This design comes from an exercise in tuning for small area, a short achievable clock period and few clock cycles on the open sky130 flow, not from production work. Function was checked by simulation only, so behaviour that the tests miss may differ from the original. Power is estimated from default activity; no workload was simulated.

==> design.v <==
package lrtf_pkg;
    localparam int TIME_W   = 32;
    localparam int VALUE_W  = 16;
    localparam int CMD_W    = 2;
    localparam int STATUS_W = 3;
    localparam int PID_W    = 4;
    localparam int IN_W     = 32;
    localparam int OUT_W    = 136;
    localparam logic [CMD_W-1:0] CMD_ADD   = 2'd0;
    localparam logic [CMD_W-1:0] CMD_TICK  = 2'd1;
    localparam logic [CMD_W-1:0] CMD_CLEAR = 2'd2;
    localparam logic [STATUS_W-1:0] ST_ADDED    = 3'd0;
    localparam logic [STATUS_W-1:0] ST_REJECTED = 3'd1;
    localparam logic [STATUS_W-1:0] ST_IDLE     = 3'd2;
    localparam logic [STATUS_W-1:0] ST_RAN      = 3'd3;
    localparam logic [STATUS_W-1:0] ST_FINISHED = 3'd4;
    localparam logic [STATUS_W-1:0] ST_CLEARED  = 3'd5;
endpackage
module lrtf_dec16 (
    input  logic [15:0] a,
    output logic [15:0] d
);
    logic [15:0] z;
    assign z[0] = 1'b1;
    for (genvar i = 1; i < 16; i++)
    begin : g_bit
        assign z[i] = ~|a[i-1:0];
    end
    assign d = a ^ z;
endmodule
module lrtf_keycmp (
    input  logic [15:0] ar,
    input  logic [15:0] aa,
    input  logic [15:0] br,
    input  logic [15:0] ba,
    output logic        gt,
    output logic        eq
);
    logic [31:0] a, b;
    logic [31:0] g [6];
    logic [31:0] e [6];
    assign a = {ar, ~aa};
    assign b = {br, ~ba};
    assign g[0] = a & ~b;
    assign e[0] = ~(a ^ b);
    for (genvar l = 0; l < 5; l++)
    begin : g_lvl
        for (genvar i = 0; i < (16 >> l); i++)
        begin : g_node
            assign g[l+1][i] = g[l][2*i+1] | (e[l][2*i+1] & g[l][2*i]);
            assign e[l+1][i] = e[l][2*i+1] & e[l][2*i];
        end
        assign g[l+1][31:(16 >> l)] = '0;
        assign e[l+1][31:(16 >> l)] = '0;
    end
    assign gt = g[5][0];
    assign eq = e[5][0];
endmodule
module lrtf_tick_scheduler_top #(
    parameter int MAX_PROCESSES = 16
) (
    input  logic                           clk,
    input  logic                           rst_n,
    input  logic                           s_tvalid,
    output logic                           s_tready,
    input  logic [lrtf_pkg::IN_W-1:0]      s_tdata,
    input  logic [lrtf_pkg::CMD_W-1:0]     s_tuser,
    output logic                           m_tvalid,
    input  logic                           m_tready,
    output logic [lrtf_pkg::OUT_W-1:0]     m_tdata,
    output logic [lrtf_pkg::STATUS_W-1:0]  m_tuser
);
    localparam int NS  = 16;
    localparam int FSW = 20;
    logic [31:0]      t_reg;
    logic [4:0]       n_reg;
    logic [NS-1:0]    elig;           
    logic [NS-1:0]    pend;           
    logic [NS-1:0]    an_q;           
    logic [NS-1:0]    win_q;          
    logic [15:0]      kd_q;           
    logic [15:0]      ka_q;           
    logic [15:0]      arr   [NS];
    logic [15:0]      burst [NS];
    logic [15:0]      rem   [NS];
    logic [FSW-1:0]   fs    [NS];
    logic [NS-1:0]    started;
    logic             pm    [NS][NS];
    logic             r_valid;
    logic [1:0]       r_cmd;
    logic             r_add, r_tick, r_clr;
    logic             r_bnz;
    logic             p_valid;
    logic [2:0]       p_status;
    logic             p_fin;
    logic [3:0]       p_id;
    logic [15:0]      p_tlo;          
    logic             p_tb;           
    logic [FSW-1:0]   p_rlo;          
    logic [1:0]       p_rb;           
    logic [16:0]      p_wlo;          
    logic             p_wb;           
    logic go, proc, acc, c_add, c_tick, c_clr, add_ok, arrived_now;
    assign go       = !p_valid || m_tready;
    assign s_tready = !r_valid || go;
    assign acc      = s_tvalid && s_tready;
    assign proc     = r_valid && go;
    always_ff @(posedge clk or negedge rst_n)
    begin
        if (!rst_n)
            r_valid <= 1'b0;
        else if (s_tready)
            r_valid <= s_tvalid;
    end
    always_ff @(posedge clk)
    begin
        if (acc)
        begin
            r_cmd   <= s_tuser;
            r_add   <= (s_tuser == lrtf_pkg::CMD_ADD);
            r_tick  <= (s_tuser == lrtf_pkg::CMD_TICK);
            r_clr   <= (s_tuser == lrtf_pkg::CMD_CLEAR);
            r_bnz   <= (s_tdata[31:16] != 16'd0);
        end
    end
    assign c_add       = r_valid && r_add;
    assign c_tick      = r_valid && r_tick;
    assign c_clr       = r_valid && r_clr;
    assign add_ok      = c_add && r_bnz && !n_reg[4];
    assign arrived_now = (t_reg[31:16] != 16'd0) || (ka_q <= t_reg[15:0]);
    logic           found, win_last, win_started;
    logic [3:0]     win_id;
    logic [15:0]    win_burst;
    logic [FSW-1:0] win_fs;
    always_comb
    begin
        found       = |win_q;
        win_started = 1'b0;
        win_id      = '0;
        win_burst   = '0;
        win_fs      = '0;
        for (int i = 0; i < NS; i++)
        begin
            win_started |= win_q[i] & started[i];
            win_id      |= {4{win_q[i]}} & 4'(i);
            win_burst   |= {16{win_q[i]}} & burst[i];
            win_fs      |= {FSW{win_q[i]}} & fs[i];
        end
    end
    assign win_last = (kd_q == 16'd0);
    logic [15:0]   kd, ka;
    logic [NS-1:0] kgt, keq, sel, wr, upd;
    assign kd = kd_q;
    assign ka = ka_q;
    for (genvar j = 0; j < NS; j++)
    begin : g_cmp
        lrtf_keycmp u_cmp (.ar(kd), .aa(ka), .br(rem[j]), .ba(arr[j]), .gt(kgt[j]), .eq(keq[j]));
    end
    logic          pm_n   [NS][NS];
    logic [NS-1:0] elig_n;
    logic [NS-1:0] pend_n;
    logic [NS-1:0] win_n;
    for (genvar i = 0; i < NS; i++)
    begin : g_row
        for (genvar j = i + 1; j < NS; j++)
        begin : g_col
            assign pm_n[i][j] = upd[i] ? (kgt[j] || keq[j]) : (upd[j] ? !kgt[i] : pm[i][j]);
            always_ff @(posedge clk)
                if (proc)
                    pm[i][j] <= pm_n[i][j];
        end
    end
    logic [31:0] t_inc;
    logic [16:0] t1, t2;
    logic        t1_ok, t2_ok;
    assign t1    = {1'b0, t_reg[15:0]} + 17'd1;
    assign t2    = {1'b0, t_reg[15:0]} + 17'd2;
    assign t1_ok = (t_reg[31:16] == 16'd0) && !t1[16];
    assign t2_ok = (t_reg[31:16] == 16'd0) && !t2[16];
    logic [NS-1:0] an_n;
    assign t_inc = (t_reg == 32'hFFFF_FFFF) ? t_reg : t_reg + 32'd1;
    for (genvar i = 0; i < NS; i++)
    begin : g_slot
        logic arrive;
        assign wr[i]  = add_ok && (n_reg[3:0] == 4'(i));
        assign sel[i] = c_tick && win_q[i];
        assign upd[i] = wr[i] || sel[i];
        assign arrive = an_q[i];
        always_comb
        begin
            elig_n[i] = elig[i];
            pend_n[i] = pend[i];
            an_n[i]   = an_q[i];
            if (c_clr)
            begin
                elig_n[i] = 1'b0;
                pend_n[i] = 1'b0;
                an_n[i]   = 1'b0;
            end
            else if (wr[i])
            begin
                elig_n[i] = arrived_now;
                pend_n[i] = !arrived_now;
                an_n[i]   = !arrived_now && t1_ok && (ka_q == t1[15:0]);
            end
            else if (c_tick)
            begin
                elig_n[i] = (elig[i] && !(win_q[i] && win_last)) || arrive;
                pend_n[i] = pend[i] && !arrive;
                an_n[i]   = pend[i] && !arrive && t2_ok && (arr[i] == t2[15:0]);
            end
        end
        always_ff @(posedge clk)
        begin
            if (proc)
            begin
                if (upd[i])
                    rem[i] <= kd;
                if (wr[i])
                begin
                    arr[i]     <= ka_q;
                    burst[i]   <= kd_q;
                    started[i] <= 1'b0;
                end
                else if (sel[i])
                begin
                    started[i] <= 1'b1;
                    if (!started[i])
                        fs[i] <= t_reg[FSW-1:0];
                end
            end
        end
    end
    logic [NS-1:0] s_best;            
    logic [NS-1:0] s_tick;            
    logic [NS-1:0] s_set;
    logic [NS-1:0] u_above;           
    logic [NS-1:0] u_beats;           
    logic          u_elig, u_wins;
    logic [15:0]   s_rem, s_arr;
    assign u_elig = r_tick ? (found && !win_last) : (add_ok && arrived_now);
    for (genvar i = 0; i < NS; i++)
    begin : g_set
        assign s_set[i] = (elig[i] && !win_q[i]) || an_q[i];
    end
    for (genvar i = 0; i < NS; i++)
    begin : g_win
        logic [NS-1:0] beats_old;
        for (genvar j = 0; j < NS; j++)
        begin : g_pair
            if (i < j)
                assign beats_old[j] = !s_set[j] || pm[i][j];
            else if (i > j)
                assign beats_old[j] = !s_set[j] || !pm[j][i];
            else
                assign beats_old[j] = 1'b1;
        end
        if (i < NS - 1)
            assign u_above[i] = |upd[NS-1:i+1];
        else
            assign u_above[i] = 1'b0;
        assign s_tick[i]  = s_set[i] && (&beats_old);
        assign u_beats[i] = kgt[i] || (keq[i] && !u_above[i]);
    end
    assign s_best = r_tick ? s_tick : (r_clr ? '0 : win_q);
    always_comb
    begin
        s_rem = '0;
        s_arr = '0;
        for (int i = 0; i < NS; i++)
        begin
            s_rem |= {16{s_best[i]}} & rem[i];
            s_arr |= {16{s_best[i]}} & arr[i];
        end
    end
    assign u_wins = u_elig && !(|(s_best & ~u_beats));
    assign win_n  = u_wins ? upd : s_best;
    logic [15:0] u_dec, s_dec;
    lrtf_dec16 u_udec (.a(kd), .d(u_dec));
    lrtf_dec16 u_sdec (.a(s_rem), .d(s_dec));
    always_ff @(posedge clk)
    begin
        if (acc && (s_tuser == lrtf_pkg::CMD_ADD))
        begin
            kd_q <= s_tdata[31:16];
            ka_q <= s_tdata[15:0];
        end
        else if (proc)
        begin
            kd_q <= u_wins ? u_dec : s_dec;
            ka_q <= u_wins ? ka : s_arr;
        end
    end
    always_ff @(posedge clk or negedge rst_n)
    begin
        if (!rst_n)
        begin
            elig  <= '0;
            pend  <= '0;
            an_q  <= '0;
            win_q <= '0;
        end
        else if (proc)
        begin
            elig  <= elig_n;
            pend  <= pend_n;
            an_q  <= an_n;
            win_q <= win_n;
        end
    end
    always_ff @(posedge clk or negedge rst_n)
    begin
        if (!rst_n)
        begin
            t_reg    <= '0;
            n_reg    <= '0;
            p_valid  <= 1'b0;
            p_status <= '0;
            p_fin    <= 1'b0;
            p_id     <= '0;
        end
        else
        begin
            if (go)
                p_valid <= r_valid;
            if (proc)
            begin
                p_id  <= '0;
                p_fin <= 1'b0;
                case (r_cmd)
                    lrtf_pkg::CMD_ADD:
                    begin
                        if (add_ok)
                        begin
                            p_status <= lrtf_pkg::ST_ADDED;
                            p_id     <= n_reg[3:0];
                            n_reg    <= n_reg + 5'd1;
                        end
                        else
                            p_status <= lrtf_pkg::ST_REJECTED;
                    end
                    lrtf_pkg::CMD_TICK:
                    begin
                        t_reg <= t_inc;
                        if (!found)
                            p_status <= lrtf_pkg::ST_IDLE;
                        else
                        begin
                            p_id <= win_id;
                            if (win_last)
                            begin
                                p_status <= lrtf_pkg::ST_FINISHED;
                                p_fin    <= 1'b1;
                            end
                            else
                                p_status <= lrtf_pkg::ST_RAN;
                        end
                    end
                    lrtf_pkg::CMD_CLEAR:
                    begin
                        p_status <= lrtf_pkg::ST_CLEARED;
                        t_reg    <= '0;
                        n_reg    <= '0;
                    end
                    default:
                        p_status <= lrtf_pkg::ST_REJECTED;
                endcase
            end
        end
    end
    logic [FSW-1:0] f_fs;
    logic [16:0]    f_t17;
    logic [20:0]    f_r21;
    logic [17:0]    f_w18;
    assign f_fs  = win_started ? win_fs : t_reg[FSW-1:0];
    assign f_t17 = {1'b0, t_inc[15:0]} - {1'b0, ka_q};
    assign f_r21 = {1'b0, f_fs} - {5'd0, ka_q};
    assign f_w18 = {1'b0, t_inc[16:0]} - ({2'b0, ka_q} + {2'b0, win_burst});
    always_ff @(posedge clk)
    begin
        if (proc)
        begin
            p_tlo <= f_t17[15:0];
            p_tb  <= f_t17[16];
            p_rlo <= f_r21[FSW-1:0];
            p_rb  <= 2'(f_r21[20]) + 2'(f_fs > t_inc[FSW-1:0]);
            p_wlo <= f_w18[16:0];
            p_wb  <= f_w18[17];
        end
    end
    logic [31:0] o_tat, o_resp, o_wait;
    logic [15:0] o_thi;
    logic [15:0] o_whi;
    assign o_thi  = t_reg[31:16] - 16'(p_tb);
    assign o_tat  = {o_thi, p_tlo};
    assign o_resp = {t_reg[31:FSW] - 12'(p_rb), p_rlo};
    assign o_whi  = {1'b0, t_reg[31:17]} - 16'(p_wb);
    assign o_wait = o_whi[15] ? 32'd0 : {o_whi[14:0], p_wlo};
    assign m_tvalid = p_valid;
    assign m_tuser  = p_status;
    assign m_tdata  = {4'd0, o_wait & {32{p_fin}}, o_tat & {32{p_fin}}, o_resp & {32{p_fin}},
                       t_reg & {32{p_fin}}, p_id};
endmodule
==> run.sh <==
#!/bin/bash
# synth_recipe.tcl (not shown) runs the flow's synth.tcl, then flattens the netlist and writes it again
# the make line also repeats each setting of config.mk as NAME=value (left out here)
make -C /OpenROAD-flow-scripts/flow DESIGN_CONFIG=/design/flow/config.mk WORK_HOME=/design/flow/orfs CLKGATE_MAP_FILE= SYNTH_SCRIPT=/design/flow/synth_recipe.tcl finish
==> config.mk <==
export PLATFORM = sky130hd
export DESIGN_NAME = lrtf_tick_scheduler_top
export DESIGN_NICKNAME = lrtf_tick_scheduler_top
export VERILOG_FILES = /design/flow/design.v
export SDC_FILE = /design/flow/constraint.sdc
export NUM_CORES = 4
export LEC_CHECK = 0
export CAP_MARGIN = 20
export CORE_MARGIN = 2
export CORE_UTILIZATION = 55
export CTS_CLUSTER_DIAMETER = 60
export CTS_CLUSTER_SIZE = 25
export PLACE_DENSITY = 0.7
export SETUP_SLACK_MARGIN = 1.5
export SLEW_MARGIN = 20
export SYNTH_HIERARCHICAL = 1
==> constraint.sdc <==
create_clock -name core_clock -period 6.0 [get_ports {clk}]
set_input_delay 1.2000 -clock core_clock [delete_from_list [all_inputs] [get_ports {clk}]]
set_output_delay 1.2000 -clock core_clock [all_outputs]
set_load 0.01 [all_outputs]
==> results of run 1 <==
==> per-module statistics from Yosys (local to each module, per instance) <==
module	copies in the design	flops+latches	area, um2
lrtf_tick_scheduler_top	1	1430	65520
lrtf_dec16	2	0	301.5
lrtf_keycmp	16	0	794.5
==> placed cells by master (no fill, tap or decap), types with 54 or more instances in the layout <==
cell	n
a22o_1	111
dfrtp_1	73
nand3_1	145
a21o_1	122
clkbuf_16	142
nand4_1	177
and2_1	130
edfxtp_1	1319
a22oi_1	327
nor2_1	201
nor4_1	86
a21oi_1	362
clkdlybuf4s50_1	160
nand2_1	460
o21ai_0	336
buf_4	369
xor2_1	217
ha_1	617
nor3_1	103
o21bai_1	59
inv_1	664
xnor2_1	180
and4_1	54
a221oi_1	131
==> through the flow <==
| stage | power [mW] | cells |
|---|---|---|
| after floorplan | 24.55 | 6930 |
| after global placement | 31.05 | 8964 |
| after detailed placement | 31.53 | 8964 |
| after CTS | 41.38 | 9253 |
| after global routing | 44.94 | 9338 |
| final | 43.38 | 9348 |
==> power groups by stage <==
| stage | Sequential (mW) | Combinational [mW] | Clock [mW] |
|---|---|---|---|
| after floorplan | 14.1 | 10.5 | 0 |
| after global placement | 13.6 | 17.5 | 0 |
| after detailed placement | 13.6 | 18.0 | 0 |
| after CTS | 13.3 | 18.6 | 9.46 |
| after global routing | 13.3 | 21.8 | 9.81 |
| final | 13.3 | 20.6 | 9.47 |
==> metal layers <==
metal | global-route usage | wire length [um] | vias to the layer above
li1 | - | - | 26880
met1 | 0.6006 | 122700 | 32080
met2 | 0.6131 | 134900 | 5650
met3 | 0.1399 | 49540 | 1102
met4 | 0.2511 | 22870 | 16
met5 | 0.001653 | 133 | -
==> kinds of logic (layout without fill, tap and decap cells) <==
logic type | Yosys count | in the layout
mux | 5 | 5
fa+ha+maj | 642 | 642
flops | 1430 | 1430
buf+inv | 1016 | 1533
xor+xnor | 412 | 412
other cells | 1 | 14
simple gates | 1639 | 1639
compound gates | 1782 | 1783
==> what timing repair did <==
item                       4_1_cts  5_1_grt
pin swaps                       18       54
setup buffers                   40       81
cloned                           0        4
setup endpoints to repair      132      106
resized for setup              171      199
hold buffers                     0        0
==> layout make-up <==
| type | instances | area [um2] | area share |
|---|---|---|---|
| timing repair buffer | 614 | 5665 | 0.06171 |
| multi-input combinational | 4485 | 33970 | 0.3700 |
| tap | 1890 | 2365 | 0.02576 |
| sequential | 1430 | 42440 | 0.4623 |
| clock inverter | 102 | 1315 | 0.01432 |
| antenna | 10 | 25.02 | 0.0002726 |
| clock buffer | 147 | 3508 | 0.03821 |
| inverter | 670 | 2521 | 0.02746 |
==> worst min path at each step <==
stage,from,end,slack (ns)
after floorplan,elig[0],elig[0],0.45
after global placement,elig[0],elig[0],0.47
after detailed placement,p_status[2],p_status[2],0.47
after CTS,rst_n,win_q[11],0.33
after global routing,rst_n,win_q[11],0.38
final,rst_n,elig[14],0.38
==> worst max-delay path, stage by stage (launching register included) <==
cell     delay (ns)
dfrtp_2        0.42
buf_4          0.47
nand3_1        0.33
xnor2_2        0.52
buf_4          0.44
xor2_1         0.35
nand4_1        0.13
nor4_1         0.88
nand4_1        0.29
nor4_1         0.26
buf_4          0.22
a21oi_1        0.05
o31ai_1        0.20
==> qor.csv, run 1 <==
metric,value,unit
status,finished clean,
CP max FO,26,
actual slew at the worst max-slew pin,1.252,ns
CP Launch Point,t_reg[1],
clock skew,0.04359,ns
RSZ-0062 raised after global routing,yes,
RR Startpoint,t_reg[1],
Layout Nets,8015,
P&R area growth vs syn,16.46,%
fin area,91810,um2
WL final,330100,um
Power Density,472.5,nW/um2
Final Wtd Congestion,1.119,
"flops & latches, synth",1430,
depth of the CTS H-tree,4,
Post-synth EDFFs,1319,
All-Layer GR Usage,0.4389,
fill count,11020,
Unique masters post-synth,89,
"CTS clk-pin slew, worst paths",0.07,ns
Final Slew Violations,0,
CP arrival,5.40,ns
max reg flops,320,
1st-iter DRT viols,11270,
I/O pin count,179,
Int Power,25.11,mW
number of max-cap violations,0,
Clock power frac,0.218,
R2R depth,12,
core area,141900,um2
Setup crit end,an_q[8],
reg2reg end,an_q[8],
Initial Util,0.5554,
top-area cell type share of the netlist area,0.5024,
Hold Crit Class,primary input to asynchronous set/reset pin,
initial antenna violation count,12,
Synth top cells by count,"1319 x edfxtp_1, 669 x inv_1, 622 x ha_1",
post-synthesis xor/xnor area fraction,0.04615,
synthesized instance count,6927,
Seq pwr share,0.307,
Max-slew headroom,0.1564,
WP data required,6.69,ns
Final WS setup,1.289,ns
CTS buffer count,134,
WHS,0.3827,ns
Psw,18.27,mW
sequential area share after synthesis,0.5377,
CP Class,flop to flop,
num rows,138,
Initial DRT Pass Iterations,8,
"Cell Area, Synth",78830,um2
vias,65730,
average wire per standard cell,35.32,um
clk buf depth,3,
TNS Setup,0,ns
die height,382.6,um
CTS Root Cell,clkbuf_16,
vias in the first global route,61350,
Synthesis Warnings,22,
highest clock rate,0.2123,GHz
global-route wire length before repair,456100,um
leading post-synthesis cells by cell area,"edfxtp_1 50%, ha_1 9.9%, dfrtp_1 3.5%",
crit end category,flop,
hpwl dp,232800,um
post-layout min period,4.711,ns
Area after DPL,84450,um2
multiplexer share of the synthesized area,0.0006666,
Synth Area in Compound Gates,0.1534,
"Hold Vio Cnt, Final",0,
die width,382.6,um
gr ovfl total,0,
ratio of cells with drive above 1 in the final layout,0.1339,
clk latency of the worst-skew pair,0.82,ns
Setup Viol. Count Final,0,
reg2reg setup slack,1.29,ns
Final period util,0.7852,
post-route ant nets,0,
adder-cell share of the synthesized area,0.1038,
largest net degree at the start of global routing,95,
crit start category,flop,
Leak Pwr,36.77,nW
simple-gate share of the synthesized area,0.1084,
Sw Ratio,0.4212,
maximum VDD drop,0.5125,mV
largest family of logic cells by synthesized area,compound AO/OA/AOI/OAI gates,
Final Util,0.6469,
"Avg Cell Area, Syn",11.38,um2
CTS tree,done,
Place WS,0.8407,ns
Largest Register,fs,
Sink Count,1430,
Comb pwr share,0.475,
die area,146400,um2
Synth async-reset ratio,0.07762,
most common cell in the synthesized netlist,edfxtp_1,
I/O Buffers,174,
DRC viols,0,
top_reg_cell synth,edfxtp_1,
vias per cell,7.032,
"area leader, netlist",edfxtp_1,
Testbench counts, summed over its fixed seeds: cycles 8,386.
==> run 2, diff against run 1 <==
--- a/config.mk
+++ b/config.mk
@@ -8,8 +8,9 @@
 export CAP_MARGIN = 20
 export CORE_MARGIN = 2
 export CORE_UTILIZATION = 55
-export CTS_CLUSTER_DIAMETER = 60
-export CTS_CLUSTER_SIZE = 25
+export CTS_BUF_LIST = sky130_fd_sc_hd__clkbuf_8
+export CTS_CLUSTER_DIAMETER = 50
+export CTS_CLUSTER_SIZE = 18
 export PLACE_DENSITY = 0.7
 export SETUP_SLACK_MARGIN = 1.5
 export SLEW_MARGIN = 20
==> run 2 against run 1 <==
Sequential cell count is the same. Critical path depth is the same. Routed wire length grew 0.37%.
==> qor.csv, run 2 <==
metric,value,unit
Met2 Wirelength,134900,um
Post-synth EDFFs,1319,
TNS Setup,0,ns
CTS Root Cell,clkbuf_8,
die height,382.6,um
crit end category,flop,
largest net degree at the start of global routing,95,
Final period util,0.7971,
Met3 Wirelength,51120,um
initial antenna violation count,9,
"commonest non-fill, non-tap cell in the layout",edfxtp_1,
RSZ-0062 raised after global routing,yes,
Synth top cells by count,"1319 x edfxtp_1, 669 x inv_1, 622 x ha_1",
status,finished clean,
CTS tree,done,
"Avg Cell Area, Syn",11.38,um2
ratio of cells with drive above 1 in the final layout,0.1403,
clock skew,0.05744,ns
top_reg_cell synth,edfxtp_1,
depth of the CTS H-tree,4,
leading post-synthesis cells by cell area,"edfxtp_1 50%, ha_1 9.9%, dfrtp_1 3.5%",
fin area,90670,um2
gr ovfl total,0,
All-Layer GR Usage,0.4401,
Synthesis Warnings,22,
Unique masters post-synth,89,
most frequent cells in the layout,"1319 x edfxtp_1, 671 x inv_1, 615 x ha_1, 460 x nand2_1, 392 x buf_4",
vias per cell,7.012,
Sink Count,1430,
Final WS setup,1.217,ns
Largest Register,fs,
post-route ant nets,0,
Initial Util,0.5554,
CP Class,flop to flop,
die width,382.6,um
die area,146400,um2
Setup Viol. Count Final,0,
reg2reg end,an_q[8],
DRC viols,0,
Post-CTS Hold Buffers,0,
sequential area share after synthesis,0.5377,
Layout Nets,8060,
"CTS clk-pin slew, worst paths",0.10,ns
CP arrival,5.64,ns
synthesized instance count,6927,
RR Startpoint,t_reg[1],
post-layout min period,4.783,ns
I/O pin count,179,
WL final,331300,um
global-route wire length before repair,457100,um
"Cell Area, Synth",78830,um2
Hold Crit Class,primary input to asynchronous set/reset pin,
Initial DRT Pass Iterations,8,
highest clock rate,0.2091,GHz
vias,65950,
actual slew at the worst max-slew pin,1.222,ns
max reg flops,320,
CP max FO,26,
reg2reg setup slack,1.22,ns
hpwl dp,232800,um
most common cell in the synthesized netlist,edfxtp_1,
top routing layer used,met5,
P&R area growth vs syn,15.02,%
"area leader, netlist",edfxtp_1,
WP data required,6.86,ns
Area after DPL,84450,um2
number of max-cap violations,0,
Place WS,0.8407,ns
average wire per standard cell,35.23,um
CTS buffer count,152,
Final Slew Violations,0,
maximum VDD drop,0.5534,mV
"Hold Vio Cnt, Final",0,
Final Wtd Congestion,1.119,
crit start category,flop,
Setup crit end,an_q[8],
clk latency of the worst-skew pair,0.98,ns
core area,141900,um2
1st-iter DRT viols,11400,
CP Launch Point,t_reg[1],
Power Density,454.8,nW/um2
num rows,138,
Synth async-reset ratio,0.07762,
vias in the first global route,61500,
wl on met1,122200,um
"flops & latches, synth",1430,
R2R depth,12,
clk buf depth,3,
Leak Pwr,36.43,nW
Max-slew headroom,0.1768,
I/O Buffers,174,
top-area cell type share of the netlist area,0.5024,
run 2: cells by family (layout without fill, tap and decap cells):
group	Yosys count	after routing	share of synthesized area
AO/OA/AOI/OAI	1782	1784	0.1534
AND/OR/NAND/NOR	1639	1639	0.1084
flip-flops	1430	1430	0.5377
buffers and inverters	1016	1590	0.04988
adder cells (fa/ha/maj)	642	642	0.1038
XOR/XNOR	412	412	0.04615
multiplexers	5	5	0.0006666
other	1	12	0.00004757
run 2: layer usage:
metal,up-vias,track usage
met4,8,0.2483
li1,26940,-
met5,-,0
met3,1129,0.1383
met1,32220,0.6041
met2,5652,0.6161
run 2: report_power, final:
part / internal, mW / switching [mW] / total [mW]
logic: 7.17 / 13.3 / 20.5
clock network: 3.21 / 4.24 / 7.45
registers: 12.8 / 0.461 / 13.3
total: 23.2 / 18.0 / 41.2
run 2: worst min-delay path by stage:
stage                        endpoint  depth (start not counted)
final                        elig[14]                          1
after global placement        elig[0]                          2
after detailed placement  p_status[2]                          2
after global routing         elig[14]                          1
after floorplan               elig[0]                          2
after CTS                    elig[14]                          1
run 2: Yosys stat by module (local to each module, per instance):
module                   times used  flops+latches
lrtf_keycmp                      16              0
lrtf_tick_scheduler_top           1           1430
lrtf_dec16                        2              0
run 2: layout make-up:
class	instances	area [um2]
multi-input combinational	4486	33990
clock buffer	157	2161
fill	11120	51260
clock inverter	123	1340
timing repair buffer	640	5832
sequential	1430	42440
antenna	8	20.02
tap	1890	2365
inverter	670	2521
run 2: repair_timing:
item | 4_1_cts | 5_1_grt
pin swaps | 24 | 47
hold endpoints to repair | 0 | 0
setup buffers | 52 | 93
gates cloned | 2 | 4
gates resized for setup | 213 | 183
endpoints found under the setup margin | 136 | 106
run 2: metrics by stage:
stage,utilization,power (mW),std cells,hold slack (ns)
floorplan,-,24.55,6930,0.4529
global placement,0.5950,31.05,8964,0.4654
detailed placement,0.5950,31.53,8964,0.4747
CTS,0.6277,39.34,9298,0.1545
global route,0.6387,42.80,9398,0.2211
finish,0.6388,41.24,9404,0.1977
run 2: worst max-delay path: stages (launching register included):
cell,delay (ns)
dfrtp_2,0.42
buf_4,0.50
nand3_1,0.33
xnor2_2,0.52
buf_4,0.44
xor2_1,0.34
nand4_1,0.13
nor4_1,0.91
nand4_1,0.29
nor4_1,0.27
buf_4,0.23
a21oi_1,0.06
o31ai_1,0.20
==> run 3, diff against run 2 <==
--- a/design.v
+++ b/design.v
@@ -171,12 +171,8 @@
         end
     end
     logic [31:0] t_inc;
-    logic [16:0] t1, t2;
+    logic [15:0] t1_q, t2_q;
     logic        t1_ok, t2_ok;
-    assign t1    = {1'b0, t_reg[15:0]} + 17'd1;
-    assign t2    = {1'b0, t_reg[15:0]} + 17'd2;
-    assign t1_ok = (t_reg[31:16] == 16'd0) && !t1[16];
-    assign t2_ok = (t_reg[31:16] == 16'd0) && !t2[16];
     logic [NS-1:0] an_n;
     assign t_inc = (t_reg == 32'hFFFF_FFFF) ? t_reg : t_reg + 32'd1;
     for (genvar i = 0; i < NS; i++)
@@ -201,13 +197,13 @@
             begin
                 elig_n[i] = arrived_now;
                 pend_n[i] = !arrived_now;
-                an_n[i]   = !arrived_now && t1_ok && (ka_q == t1[15:0]);
+                an_n[i]   = !arrived_now && t1_ok && (ka_q == t1_q);
             end
             else if (c_tick)
             begin
                 elig_n[i] = (elig[i] && !(win_q[i] && win_last)) || arrive;
                 pend_n[i] = pend[i] && !arrive;
-                an_n[i]   = pend[i] && !arrive && t2_ok && (arr[i] == t2[15:0]);
+                an_n[i]   = pend[i] && !arrive && t2_ok && (arr[i] == t2_q);
             end
         end
         always_ff @(posedge clk)
@@ -313,6 +309,10 @@
         if (!rst_n)
         begin
             t_reg    <= '0;
+            t1_q     <= 16'd1;
+            t1_ok    <= 1'b1;
+            t2_q     <= 16'd2;
+            t2_ok    <= 1'b1;
             n_reg    <= '0;
             p_valid  <= 1'b0;
             p_status <= '0;
@@ -342,6 +342,10 @@
                     lrtf_pkg::CMD_TICK:
                     begin
                         t_reg <= t_inc;
+                        t1_q  <= t2_q;
+                        t1_ok <= t2_ok;
+                        t2_q  <= t2_q + 16'd1;
+                        t2_ok <= t2_ok && (t2_q != 16'hFFFF);
                         if (!found)
                             p_status <= lrtf_pkg::ST_IDLE;
                         else
@@ -360,6 +364,10 @@
                     begin
                         p_status <= lrtf_pkg::ST_CLEARED;
                         t_reg    <= '0;
+                        t1_q     <= 16'd1;
+                        t1_ok    <= 1'b1;
+                        t2_q     <= 16'd2;
+                        t2_ok    <= 1'b1;
                         n_reg    <= '0;
                     end
                     default:
--- a/config.mk
+++ b/config.mk
@@ -8,9 +8,8 @@
 export CAP_MARGIN = 20
 export CORE_MARGIN = 2
 export CORE_UTILIZATION = 55
-export CTS_BUF_LIST = sky130_fd_sc_hd__clkbuf_8
-export CTS_CLUSTER_DIAMETER = 50
-export CTS_CLUSTER_SIZE = 18
+export CTS_CLUSTER_DIAMETER = 60
+export CTS_CLUSTER_SIZE = 25
 export PLACE_DENSITY = 0.7
 export SETUP_SLACK_MARGIN = 1.5
 export SLEW_MARGIN = 20
==> run 3 against run 2 <==
Via count decreased by 1.8%. Core utilization grew 0.58 points. Cell count barely moved. Sequential share of layout area about the same. Critical path depth increased by 4. Global-route usage shrank 0.89 points. Cell area increased by 2.0%. Die area increased by 0.65%. Non-clock buffer count up 39. Register-to-register slack improved by 0.25 ns. Routed wire length decreased by 2.1%. Critical path type unchanged. Largest cell class unchanged. Largest power group unchanged.
==> qor.csv, run 3 <==
metric,value,unit
Layout Nets,8081,
sequential area share after synthesis,0.5449,
Initial Util,0.5531,
initial antenna violation count,14,
num rows,139,
WP data required,6.50,ns
Final period util,0.7553,
CP max FO,15,
status,finished clean,
depth of the CTS H-tree,4,
clk latency of the worst-skew pair,0.82,ns
ratio of cells with drive above 1 in the final layout,0.1353,
P&R area growth vs syn,16.55,%
Setup Viol. Count Final,0,
CP Class,flop to flop,
I/O pin count,179,
Hold Crit Class,primary input to asynchronous set/reset pin,
vias,64740,
CP Launch Point,win_q[3],
Synth top cells by count,"1319 x edfxtp_1, 667 x inv_1, 622 x ha_1",
die area,147300,um2
Leak Pwr,37.67,nW
most common cell in the synthesized netlist,edfxtp_1,
top_reg_cell synth,edfxtp_1,
global-route wire length before repair,449500,um
post-layout min period,4.532,ns
Power Density,465.8,nW/um2
actual slew at the worst max-slew pin,1.229,ns
crit end category,flop,
highest clock rate,0.2207,GHz
RSZ-0062 raised after global routing,yes,
die width,383.8,um
Synth async-reset ratio,0.09904,
gr ovfl total,0,
maximum VDD drop,0.3678,mV
average wire per standard cell,34.47,um
Final Wtd Congestion,1.058,
vias in the first global route,61220,
CTS buffer count,133,
die height,383.8,um
TNS Setup,0,ns
Place WS,0.6600,ns
CP arrival,5.03,ns
WL final,324500,um
hpwl dp,232600,um
"commonest non-fill, non-tap cell in the layout",edfxtp_1,
"area leader, netlist",edfxtp_1,
RR Startpoint,win_q[3],
Synthesis Warnings,22,
Initial DRT Pass Iterations,7,
fin area,92490,um2
Post-CTS Hold Buffers,0,
Post-synth EDFFs,1319,
clk buf depth,3,
synthesized instance count,6948,
Largest Register,fs,
DRC viols,0,
number of max-cap violations,0,
Max-slew headroom,0.1732,
"Avg Cell Area, Syn",11.42,um2
"Hold Vio Cnt, Final",0,
most frequent cells in the layout,"1319 x edfxtp_1, 659 x inv_1, 609 x ha_1, 478 x nand2_1, 450 x buf_4",
"Cell Area, Synth",79360,um2
crit start category,flop,
Unique masters post-synth,89,
CTS tree,done,
Final Slew Violations,0,
Final WS setup,1.468,ns
core area,143500,um2
Area after DPL,85070,um2
post-route ant nets,0,
"flops & latches, synth",1464,
1st-iter DRT viols,9127,
largest net degree at the start of global routing,88,
CTS Root Cell,clkbuf_16,
I/O Buffers,174,
"CTS clk-pin slew, worst paths",0.09,ns
Sink Count,1464,
clock skew,0.05060,ns
All-Layer GR Usage,0.4313,
max reg flops,320,
top-area cell type share of the netlist area,0.4991,
leading post-synthesis cells by cell area,"edfxtp_1 50%, ha_1 9.8%, dfrtp_1 4.4%",
vias per cell,6.878,
[run 3: cell types whose count changed after synthesis, sizes merged, moves of 42 or more]
| cell | before | now |
|---|---|---|
| clkbuf | 231 | 302 |
| buf | 115 | 64 |
| a22o | 114 | 165 |
| a22oi | 333 | 261 |
| o21ai | 368 | 326 |
| o21bai | 60 | 16 |
[run 3: where the power goes]
| group | switching, mW | internal (mW) | total, mW |
|---|---|---|---|
| logic | 12.6 | 7.47 | 20.1 |
| clock network | 4.49 | 4.80 | 9.30 |
| registers | 0.514 | 13.2 | 13.7 |
| total | 17.6 | 25.4 | 43.1 |
[run 3: cell families after synthesis]
kind of cell             Yosys count  share of synthesized area
buffers and inverters           1034                    0.04963
AO/OA/AOI/OAI                   1731                     0.1484
adder cells (fa/ha/maj)          641                     0.1029
multiplexers                      20                   0.002601
XOR/XNOR                         404                    0.04459
flip-flops                      1464                     0.5449
other                              1                 0.00004726
AND/OR/NAND/NOR                 1653                     0.1069
[run 3: Yosys stat by module (local to each module, per instance)]
module / flops+latches / cells / copies in the design / cell area, um2
lrtf_tick_scheduler_top: 1464 / 5104 / 1 / 66040
lrtf_keycmp: 0 / 110 / 16 / 794.5
lrtf_dec16: 0 / 42 / 2 / 301.5
[run 3: stage by stage]
stage          hold WS, ns  total power [mW]  utilization  std cells
2_1_floorplan       0.4489             24.60            -       6951
3_3_place_gp        0.4662             31.11       0.5929       8983
3_5_place_dp        0.4721             31.48       0.5929       8983
4_1_cts             0.4894             41.46       0.6360       9331
5_1_grt             0.5103             44.76       0.6446       9410
6_report            0.4834             43.09       0.6446       9413
[run 3: what timing repair did]
| item | CTS | global route |
|---|---|---|
| gates resized for setup | 147 | 136 |
| setup endpoints to repair | 152 | 90 |
| buffers inserted | 106 | 77 |
| pin swaps | 23 | 49 |
| cloned | 2 | 1 |
[run 3: critical path, cell delays in order, from the launching register on]
cell and delay (ns):
dfrtp_4 0.54, buf_6 0.19, nor2b_1 0.11, buf_4 0.21, nor2_1 0.20, o2111ai_2 0.39, nor3_1 0.11, a22o_2 0.42
a22o_1 0.30, a221oi_1 0.35, nand4_1 0.29, nor3b_4 0.36, buf_4 0.19, nand4b_1 0.15, xnor2_1 0.18, mux2i_1 0.15
a21oi_1 0.08
[run 3: cell type report]
class	instances	area, um2
inverter	668	2514
fill	11080	50990
sequential	1464	43310
multi-input combinational	4456	33520
antenna	3	7.507
timing repair buffer	679	6087
clock inverter	90	1072
clock buffer	150	3605
tap	1903	2381
[run 3: per-layer routing]
layer | wire length [um] | vias to the layer above | track usage
met5 | 75 | - | 0
met4 | 24380 | 10 | 0.2709
met3 | 39850 | 1124 | 0.1099
met2 | 144300 | 4813 | 0.6645
met1 | 115900 | 31820 | 0.5451
li1 | - | 26970 | -
[run 3: final timing paths]
check	cells past startpoint	endpoint	slack, ns
min reg2reg	2	p_id[3]	0.49
max	16	kd_q[11]	1.47
min in group core_clock	2	p_id[3]	0.49
max reg2reg	16	kd_q[11]	1.47
max in group asynchronous	2	p_fin	4.34
min	1	t_reg[13]	0.48
Testbench counts of run 3, summed over its fixed seeds: cycles 8,386.
==> run 4, diff against run 3 <==
--- a/config.mk
+++ b/config.mk
@@ -10,7 +10,6 @@
 export CORE_UTILIZATION = 55
 export CTS_CLUSTER_DIAMETER = 60
 export CTS_CLUSTER_SIZE = 25
-export PLACE_DENSITY = 0.7
 export SETUP_SLACK_MARGIN = 1.5
 export SLEW_MARGIN = 20
 export SYNTH_HIERARCHICAL = 1
==> run 4 against run 3 <==
Non-clock buffer count fell by 34. Cell count fell by 0.33%. Worst hold slack got worse by 0.11 ns. Cell area fell by 0.17%. Worst setup slack got worse by 0.078 ns. Via count fell by 0.51%. Count of clock-buffer cells in the layout fell by 4. Largest power group unchanged. First-iteration DRC count fell by 3.5%. Clock power fell by 0.9%. Combinational power fell by 2%.
==> qor.csv, run 4 <==
metric,value,unit
vias in the first global route,61660,
WL final,323300,um
Max-slew headroom,0.1920,
"Cell Area, Synth",79360,um2
top_reg_cell synth,edfxtp_1,
ratio of cells with drive above 1 in the final layout,0.1331,
clock skew,0.04323,ns
I/O Buffers,174,
Initial Util,0.5531,
CP arrival,5.13,ns
global-route wire length before repair,449300,um
clk buf depth,3,
I/O pin count,179,
All-Layer GR Usage,0.4310,
Met2 Wirelength,143200,um
reg2reg setup slack,1.39,ns
"Hold Vio Cnt, Final",0,
Final Wtd Congestion,1.013,
wl on met1,114300,um
sequential area share after synthesis,0.5449,
max reg flops,320,
reg2reg end,kd_q[15],
RR Startpoint,win_q[15],
initial antenna violation count,13,
synthesized instance count,6948,
area of the multi-input gates,33630,um2
"commonest non-fill, non-tap cell in the layout",edfxtp_1,
top routing layer used,met5,
most common cell in the synthesized netlist,edfxtp_1,
fin cells,9382,
WP data required,6.52,ns
clk latency of the worst-skew pair,0.80,ns
status,finished clean,
post-route ant nets,0,
Leak Pwr,37.37,nW
TNS Setup,0,ns
most frequent cells in the layout,"1319 x edfxtp_1, 661 x inv_1, 612 x ha_1, 478 x nand2_1, 400 x buf_4",
"flops & latches, synth",1464,
Hold Crit Class,primary input to asynchronous set/reset pin,
number of max-cap violations,0,
Post-CTS Hold Buffers,0,
Synth async-reset ratio,0.09904,
CTS Root Cell,clkbuf_16,
highest clock rate,0.2170,GHz
core area,143500,um2
CTS buffer count,133,
placed cells,8978,
P&R area growth vs syn,16.36,%
crit end category,flop,
fill count,11270,
die width,383.8,um
actual slew at the worst max-slew pin,1.211,ns
vias,64410,
gr ovfl total,0,
Post-synth EDFFs,1319,
"CTS clk-pin slew, worst paths",0.09,ns
Setup Viol. Count Final,0,
Sink Count,1464,
"Avg Cell Area, Syn",11.42,um2
crit start category,flop,
average wire per standard cell,34.46,um
Layout Nets,8044,
Largest Register,fs,
hpwl dp,229400,um
die area,147300,um2
Met3 Wirelength,37610,um
CP Class,flop to flop,
num rows,139,
R2R depth,14,
DRC viols,0,
Final period util,0.7682,
Unique masters post-synth,89,
post-layout min period,4.609,ns
depth of the CTS H-tree,4,
vias per cell,6.865,
Power Density,460.9,nW/um2
largest net degree at the start of global routing,69,
CP max FO,40,
CTS tree,done,
Synth top cells by count,"1319 x edfxtp_1, 667 x inv_1, 622 x ha_1",
"area leader, netlist",edfxtp_1,
Synthesis Warnings,22,
top-area cell type share of the netlist area,0.4991,
RSZ-0062 raised after global routing,yes,
Initial DRT Pass Iterations,7,
die height,383.8,um
maximum VDD drop,0.3629,mV
Reg area,43310,um2
Final Slew Violations,0,
leading post-synthesis cells by cell area,"edfxtp_1 50%, ha_1 9.8%, dfrtp_1 4.4%",
1st-iter DRT viols,8806,
run 4: cell counts after synthesis:
Identical to the previous run, type by type.
run 4: final cells by class:
class / count / area share
antenna: 4 / 0.0001084
multi-input combinational: 4453 / 0.3642
timing repair buffer: 645 / 0.06365
sequential: 1464 / 0.4690
clock buffer: 146 / 0.03749
clock inverter: 99 / 0.01249
tap: 1903 / 0.02579
inverter: 668 / 0.02729
run 4: logic make-up (layout without fill, tap and decap cells):
family          Yosys count  in the layout  synth area share
fa+ha+maj               641            641            0.1029
buf+inv                1034           1558           0.04963
xor+xnor                404            404           0.04459
mux                      20             20          0.002601
other cells               1              8        0.00004726
flops                  1464           1464            0.5449
compound gates         1731           1731            0.1484
simple gates           1653           1653            0.1069
run 4: worst max path at each step:
stage | start | end | slack (ns) | cells after the start
finish | win_q[15] | kd_q[15] | 1.39 | 14
global route | t_reg[24] | m_tdata[108] | 1.34 | 6
CTS | t_reg[24] | m_tdata[108] | 1.37 | 6
detailed placement | t_reg[9] | p_wlo[14] | 0.69 | 17
global placement | win_q[7] | kd_q[15] | 0.47 | 14
floorplan | m_tready | fs[7][0] | 1.12 | 7
run 4: critical path, stage by stage, from the launching register on:
cell and delay [ns]:
dfrtp_4 0.43, buf_6 0.21, nor2b_1 0.08, nor2_1 0.16, buf_4 0.35, o2111ai_1 0.24
a2111oi_0 0.68, a22o_4 0.41, buf_4 0.52, a22oi_1 0.15, nand4_1 0.17, or3_4 0.21
buf_12 0.26, mux2i_1 0.27, a21oi_1 0.09
run 4: what timing repair did:
action	in CTS	in global routing
setup buffers	112	39
resized for setup	181	143
endpoints found under the setup margin	157	114
pin swaps	27	48
cloned	2	2
run 4: modules after synthesis, one instance, submodules excluded:
module / copies in the design / cells / flops+latches
lrtf_keycmp: 16 / 110 / 0
lrtf_dec16: 2 / 42 / 0
lrtf_tick_scheduler_top: 1 / 5104 / 1464
run 4: layer usage:
layer,vias up,track usage
li1,26900,-
met1,31590,0.5395
met2,4674,0.6650
met3,1231,0.09985
met4,16,0.2977
met5,-,0
run 4: metrics by stage:
stage / hold WS (ns) / power (mW) / cell area (um2) / utilization / setup slack [ns]
after detailed placement: 0.4769 / 31.25 / 85050 / 0.5927 / 0.6857
after global placement: 0.4664 / 30.90 / 85030 / 0.5926 / 0.4716
final: 0.3748 / 42.56 / 92340 / 0.6435 / 1.391
after CTS: 0.3822 / 41.16 / 91340 / 0.6366 / 1.365
after floorplan: 0.4489 / 24.60 / 79390 / - / 1.117
after global routing: 0.4015 / 44.26 / 92330 / 0.6435 / 1.342
run 4: power by group:
part / internal [mW] / switching, mW / total [mW]
registers: 13.2 / 0.513 / 13.7
logic: 7.20 / 12.5 / 19.7
clock network: 4.74 / 4.48 / 9.22
total: 25.1 / 17.5 / 42.6
==> run 5, diff against run 4 <==
--- a/config.mk
+++ b/config.mk
@@ -10,6 +10,7 @@
 export CORE_UTILIZATION = 55
 export CTS_CLUSTER_DIAMETER = 60
 export CTS_CLUSTER_SIZE = 25
-export SETUP_SLACK_MARGIN = 1.5
+export PLACE_DENSITY = 0.7
+export SETUP_SLACK_MARGIN = 1.75
 export SLEW_MARGIN = 20
 export SYNTH_HIERARCHICAL = 1
==> run 5 against run 4 <==
Still clean on timing, DRC and antenna. Sequential power hardly changed. Worst hold slack better by 0.058 ns. Core utilization is 1.7 points higher. Sequential share of layout area is 1.1 points lower. Critical path type unchanged. Largest cell class unchanged.
==> qor.csv, run 5 <==
metric,value,unit
status,finished clean,
sequential area share after synthesis,0.5449,
"CTS clk-pin slew, worst paths",0.09,ns
most frequent cells in the layout,"1319 x edfxtp_1, 653 x inv_1, 605 x ha_1, 504 x buf_4, 470 x nand2_1",
average wire per standard cell,35.29,um
Synth Area in Compound Gates,0.1484,
"area leader, netlist",edfxtp_1,
initial antenna violation count,20,
die area,147300,um2
clk latency of the worst-skew pair,0.81,ns
largest family of logic cells by synthesized area,compound AO/OA/AOI/OAI gates,
Unique masters post-synth,89,
RSZ-0062 raised after global routing,yes,
R2R depth,16,
"Avg Cell Area, Syn",11.42,um2
Final period util,0.7429,
CTS tree,done,
WL final,335900,um
hpwl dp,231800,um
fin cells,9519,
Final Wtd Congestion,1.056,
actual slew at the worst max-slew pin,1.270,ns
maximum VDD drop,0.4180,mV
CP arrival,5.02,ns
crit start category,flop,
Max-slew headroom,0.1524,
number of max-cap violations,0,
Crit-path slowest cell,nor3_1,
global-route wire length before repair,456800,um
top-area cell type share of the netlist area,0.4991,
CP max stage delay,0.56,ns
Synth async-reset ratio,0.09904,
Initial DRT Pass Iterations,6,
Setup Viol. Count Final,0,
clk buf depth,3,
post-route ant nets,0,
reg2reg end,p_rb[0],
clock skew,0.04676,ns
Final Slew Violations,0,
Hold Crit Class,primary input to asynchronous set/reset pin,
placed cells,8956,
"Cell Area, Synth",79360,um2
1st-iter DRT viols,9383,
die height,383.8,um
"Hold Vio Cnt, Final",0,
CP max FO,21,
RR Startpoint,win_q[7],
Sink Count,1464,
CP Class,flop to flop,
I/O pin count,179,
ratio of cells with drive above 1 in the final layout,0.1736,
CTS buffer count,121,
multiplexer share of the synthesized area,0.002602,
largest net degree at the start of global routing,65,
Largest Register,fs,
die width,383.8,um
max reg flops,320,
Final Util,0.6602,
Synth top cells by count,"1319 x edfxtp_1, 667 x inv_1, 622 x ha_1",
Leak Pwr,38.46,nW
WP data required,6.56,ns
most common cell in the synthesized netlist,edfxtp_1,
vias per cell,6.899,
All-Layer GR Usage,0.4394,
num rows,139,
Tot Pwr,44.01,mW
vias,65670,
synthesized instance count,6948,
post-synthesis xor/xnor area fraction,0.04459,
"commonest non-fill, non-tap cell in the layout",edfxtp_1,
I/O Buffers,174,
crit end category,flop,
Buf/Inv on CP,4,
highest clock rate,0.2244,GHz
gr ovfl total,0,
Layout Nets,8182,
leading post-synthesis cells by cell area,"edfxtp_1 50%, ha_1 9.8%, dfrtp_1 4.4%",
core area,143500,um2
Post-CTS Hold Buffers,0,
top_reg_cell synth,edfxtp_1,
CTS Root Cell,clkbuf_16,
CP cell instances,buf_4 -> a22oi_2 -> nand3_2 -> nor2_4 -> buf_4 -> buf_6 -> buf_6 -> nor3_1 -> a21oi_1 -> ha_1 -> nand4_1 -> nor4_2 -> o21ai_0 -> o211ai_1 -> a2bb2oi_2 -> ha_1,
P&R area growth vs syn,19.37,%
vias in the first global route,61600,
depth of the CTS H-tree,3,
CP top delay family,simple AND/OR/NAND/NOR gates,
simple-gate share of the synthesized area,0.1069,
Initial Util,0.5531,
reg2reg setup slack,1.54,ns
adder-cell share of the synthesized area,0.1029,
Synthesis Warnings,22,
Power Density,464.6,nW/um2
DRC viols,0,
TNS Setup,0,ns
"flops & latches, synth",1464,
post-layout min period,4.457,ns
Post-synth EDFFs,1319,
[run 5: cell counts after synthesis]
Identical to the previous run, type by type.
[run 5: how the worst max path moves through the flow]
stage                          from            to  slack (ns)  cells after the start
after CTS                 t_reg[22]  m_tdata[125]        1.52                      9
final                      win_q[7]       p_rb[0]        1.54                     16
after floorplan            m_tready      fs[7][0]        1.12                      7
after global placement     t_reg[8]       p_rb[0]        0.97                     16
after global routing      t_reg[25]     p_wlo[14]        1.43                     21
after detailed placement  t_reg[26]       p_rb[0]        0.84                     17
[run 5: per-module statistics from Yosys, one instance, submodules excluded]
module,copies in the design,flops+latches
lrtf_dec16,2,0
lrtf_keycmp,16,0
lrtf_tick_scheduler_top,1,1464
[run 5: power by group]
part / leakage (nW) / internal [mW] / switching [mW] / total (mW)
sequential: 13.9 / 13.2 / 0.547 / 13.7
combinational: 22.5 / 8.21 / 13.2 / 21.4
clock: 2.13 / 4.36 / 4.54 / 8.90
total: 38.5 / 25.7 / 18.3 / 44.0
[run 5: timing repair]
item | in CTS | in global routing
gates cloned | 8 | 8
pin swaps | 71 | 122
endpoints found under the setup margin | 173 | 147
resized for setup | 432 | 299
setup buffers | 162 | 147
[run 5: cell type report]
| type | count | area (um2) |
|---|---|---|
| diodes | 7 | 17.52 |
| clock buffers | 128 | 3064 |
| clock inverters | 101 | 1381 |
| fillers | 10820 | 48750 |
| inverters | 668 | 2534 |
| multi-input cells | 4460 | 34760 |
| flip-flops and latches | 1464 | 43350 |
| well taps | 1903 | 2381 |
| repair buffers | 788 | 7239 |
[run 5: cells by family (layout without fill, tap and decap cells)]
logic type,after synthesis,count (layout)
xor gates and xnor gates,404,404
AOI/OAI and AO/OA,1731,1738
and+or+nand+nor,1653,1653
adders and majority gates,641,641
muxes,20,20
buffers and inverters,1034,1685
DFF,1464,1464
other,1,11
[run 5: metrics by stage]
step                hold WS [ns]  setup WS [ns]  cell area [um2]
floorplan                 0.4489          1.117            79510
global placement          0.4624         0.9735            84910
detailed placement        0.4761         0.8388            84910
CTS                       0.4237          1.516            92150
global route              0.4591          1.426            94710
finish                    0.4328          1.543            94730
[run 5: routing by layer]
metal,global-route usage,wire (um),up-vias
met5,0,308,-
met1,0.5453,116300,32180
li1,-,-,27160
met2,0.6789,147800,5080
met3,0.1062,42420,1235
met4,0.3056,29130,20
==> run 6, diff against run 5 <==
--- a/config.mk
+++ b/config.mk
@@ -8,9 +8,10 @@
 export CAP_MARGIN = 20
 export CORE_MARGIN = 2
 export CORE_UTILIZATION = 55
-export CTS_CLUSTER_DIAMETER = 60
-export CTS_CLUSTER_SIZE = 25
+export CTS_BUF_LIST = sky130_fd_sc_hd__clkbuf_8
+export CTS_CLUSTER_DIAMETER = 50
+export CTS_CLUSTER_SIZE = 18
 export PLACE_DENSITY = 0.7
-export SETUP_SLACK_MARGIN = 1.75
+export SETUP_SLACK_MARGIN = 1.5
 export SLEW_MARGIN = 20
 export SYNTH_HIERARCHICAL = 1
==> run 6 against run 5 <==
Register-to-register slack worse by 0.13 ns. Sequential share of layout area up 1.6 points. Non-clock buffer count down 112. Fmax down 2.7%. Worst setup slack worse by 0.13 ns. Synthesized area unchanged. Clock skew up 0.027 ns. Count of clock-buffer cells in the layout up 34. Critical endpoint is now kd_q[15].
==> qor.csv, run 6 <==
metric,value,unit
top_reg_cell synth,edfxtp_1,
num rows,139,
"Cell Area, Synth",79360,um2
top-area cell type share of the netlist area,0.4991,
post-route ant nets,0,
die area,147300,um2
WHS,0.3217,ns
Synth top cells by count,"1319 x edfxtp_1, 667 x inv_1, 622 x ha_1",
WP data required,6.68,ns
All-Layer GR Usage,0.4321,
"area leader, netlist",edfxtp_1,
Crit-path slowest cell,dfrtp_4,
I/O pin count,179,
"flops & latches, synth",1464,
actual slew at the worst max-slew pin,1.148,ns
CTS Root Cell,clkbuf_8,
Unique masters post-synth,89,
Hold Crit Class,primary input to asynchronous set/reset pin,
WL final,324800,um
core area,143500,um2
clock skew,0.07373,ns
Final Wtd Congestion,1.058,
maximum VDD drop,0.3111,mV
Initial Util,0.5531,
CTS tree,done,
Layout Nets,8101,
crit-path most repeated cell,buf_4,
leading post-synthesis cells by cell area,"edfxtp_1 50%, ha_1 9.8%, dfrtp_1 4.4%",
placed cells,8983,
gr ovfl total,0,
fin cells,9457,
number of max-cap violations,0,
CP max FO,18,
clk latency of the worst-skew pair,0.98,ns
Sink Count,1464,
Synthesis Warnings,22,
"Hold Vio Cnt, Final",0,
RSZ-0062 raised after global routing,yes,
Largest Register,fs,
Final Util,0.6372,
crit start category,flop,
die width,383.8,um
die height,383.8,um
Power Density,452.2,nW/um2
1st-iter DRT viols,8899,
synthesized instance count,6948,
P&R area growth vs syn,15.21,%
sequential area share after synthesis,0.5449,
CP cell instances,buf_4 -> nor2b_1 -> buf_4 -> o21ai_0 -> o2111ai_1 -> nor3_1 -> a22o_4 -> buf_4 -> a221oi_1 -> nand4_1 -> nor4_1 -> nand4_1 -> xnor2_1 -> mux2i_1 -> a21oi_1,
Post-CTS Hold Buffers,0,
ratio of cells with drive above 1 in the final layout,0.1424,
"CTS clk-pin slew, worst paths",0.10,ns
CP max stage delay,0.58,ns
highest clock rate,0.2182,GHz
largest net degree at the start of global routing,88,
CP Class,flop to flop,
Final period util,0.7637,
CTS buffer count,157,
Place WS,0.6600,ns
max reg flops,320,
vias,64440,
"Avg Cell Area, Syn",11.42,um2
initial antenna violation count,13,
Post-synth EDFFs,1319,
Final WS setup,1.418,ns
Setup Viol. Count Final,0,
Max-slew headroom,0.2287,
depth of the CTS H-tree,4,
post-layout min period,4.582,ns
vias per cell,6.813,
Synth async-reset ratio,0.09904,
CP top delay family,compound AO/OA/AOI/OAI gates,
"commonest non-fill, non-tap cell in the layout",edfxtp_1,
Final Slew Violations,0,
most frequent cells in the layout,"1319 x edfxtp_1, 666 x inv_1, 610 x ha_1, 477 x nand2_1, 442 x buf_4",
global-route wire length before repair,450200,um
status,finished clean,
most common cell in the synthesized netlist,edfxtp_1,
vias in the first global route,61250,
clk buf depth,3,
average wire per standard cell,34.34,um
TNS Setup,0,ns
Initial DRT Pass Iterations,9,
DRC viols,0,
Leak Pwr,37.18,nW
I/O Buffers,174,
hpwl dp,232600,um
fill count,11240,
CP arrival,5.26,ns
crit end category,flop,
Buf/Inv on CP,3,
run 6: changes by cell type in the layout (fill, tap and decap cells not counted), moves of 15 or more:
cell / previous run / this run
clkbuf_8: 2 / 162
dfrtp_1: 85 / 100
clkbuf_16: 124 / 2
a221oi_2: 36 / 10
buf_6: 63 / 17
a221oi_1: 139 / 169
o21ai_0: 295 / 317
buf_4: 504 / 442
nor2_1: 185 / 204
nor2_4: 45 / 25
run 6: final timing paths:
path | startpoint | to | slack [ns] | cells past startpoint
min in group core_clock | t1_q[2] | t1_q[2] | 0.50 | 2
min reg2reg | t1_q[2] | t1_q[2] | 0.50 | 2
max in group asynchronous | rst_n | p_fin | 4.51 | 2
min | rst_n | t_reg[13] | 0.32 | 1
max reg2reg | win_q[1] | kd_q[15] | 1.42 | 15
max | win_q[1] | kd_q[15] | 1.42 | 15
run 6: logic make-up after synthesis:
logic type / Yosys count / synth area share
compound gates: 1731 / 0.1484
simple gates: 1653 / 0.1069
flops: 1464 / 0.5449
buf+inv: 1034 / 0.04963
fa+ha+maj: 641 / 0.1029
xor+xnor: 404 / 0.04459
mux: 20 / 0.002601
other cells: 1 / 0.00004726
run 6: cell type report:
type                       count  area, um2  area share
tap                         1903       2381     0.02604
timing repair buffer         676       6061     0.06629
clock buffer                 162       2230     0.02439
sequential                  1464      43310      0.4738
inverter                     668       2514     0.02749
multi-input combinational   4455      33510      0.3666
antenna                        3      7.507  0.00008211
clock inverter               126       1406     0.01538
run 6: layer usage:
| layer | global-route usage | share of wire | vias up |
|---|---|---|---|
| met4 | 0.2688 | 0.075 | 12 |
| met3 | 0.1140 | 0.12 | 1106 |
| met2 | 0.6680 | 0.45 | 4686 |
| li1 | - | - | 26960 |
| met5 | 0 | 0.00027 | - |
| met1 | 0.5424 | 0.36 | 31670 |
run 6: per-stage QoR:
| stage | power [mW] | cell area, um2 |
|---|---|---|
| finish | 41.35 | 91420 |
| floorplan | 24.60 | 79390 |
| global placement | 31.11 | 85070 |
| global route | 43.08 | 91420 |
| CTS | 39.85 | 90220 |
| detailed placement | 31.48 | 85070 |
run 6: report_power, final:
group	switching (mW)	internal, mW
clock	4.30	3.35
combinational	12.6	7.44
sequential	0.497	13.2
run 6: per-module statistics from Yosys (local to each module, per instance):
module / area (um2) / cells
lrtf_tick_scheduler_top: 66040 / 5104
lrtf_keycmp: 794.5 / 110
lrtf_dec16: 301.5 / 42
run 6: worst reg2reg max path, delay by kind of cell, from the launching register on:
kind / cells / cell delay, ns
mux: 1 / 0.15
simple gates: 5 / 1.13
xor+xnor: 1 / 0.16
compound gates: 5 / 1.50
flops: 1 / 0.58
buf+inv: 3 / 0.79
run 6: repair_timing:
item	in CTS	in global routing
endpoints found under the setup margin	159	143
endpoints found under the hold margin	0	0
resized for setup	205	152
setup buffers	104	73
pin swaps	24	56
gates cloned	3	2

## afterwards: timing with drivers on the ports
The results above use ideal ports. As a check the final layouts listed here were re-extracted and re-timed, cells and wires unchanged.
Step 1 (the two cells are an assumption about what drives the block):
set clk [get_ports {clk}]
set_driving_cell -lib_cell sky130_fd_sc_hd__clkbuf_16 $clk
set_driving_cell -lib_cell sky130_fd_sc_hd__buf_2 [delete_from_list [all_inputs] $clk]
Step 2 times the ports against the registers' clock, not the clock port: input delays grow and output delays shrink by t, the midpoint of the rising clock arrivals with the driver on.
a / b / c = ideal ports / drivers / drivers and shift; a / b = the first two.
run | t (ns) | setup WS [ns] | worst hold slack (ns) | worst register clock-pin slew, ns
run 1 | 0.883 | 1.289 / 1.289 / 1.289 | 0.383 / 0.335 / 0.479 | 0.09 / 0.09
run 2 | 1.034 | 1.217 / 1.217 / 1.217 | 0.198 / 0.153 / 0.487 | 0.11 / 0.11
run 3 | 0.889 | 1.468 / 1.436 / 1.444 | 0.483 / 0.439 / 0.489 | 0.10 / 0.10
run 4 | 0.869 | 1.391 / 1.338 / 1.362 | 0.375 / 0.331 / 0.491 | 0.10 / 0.10
run 5 | 0.877 | 1.543 / 1.543 / 1.278 | 0.433 / 0.384 / 0.497 | 0.10 / 0.10
run 6 | 1.034 | 1.418 / 1.333 / 1.418 | 0.322 / 0.278 / 0.497 | 0.11 / 0.11
After both steps setup and hold are still met in every run listed. The setup slack of run 5, which loses most, moves by 0.000 ns with the drivers and by -0.265 ns with both steps.
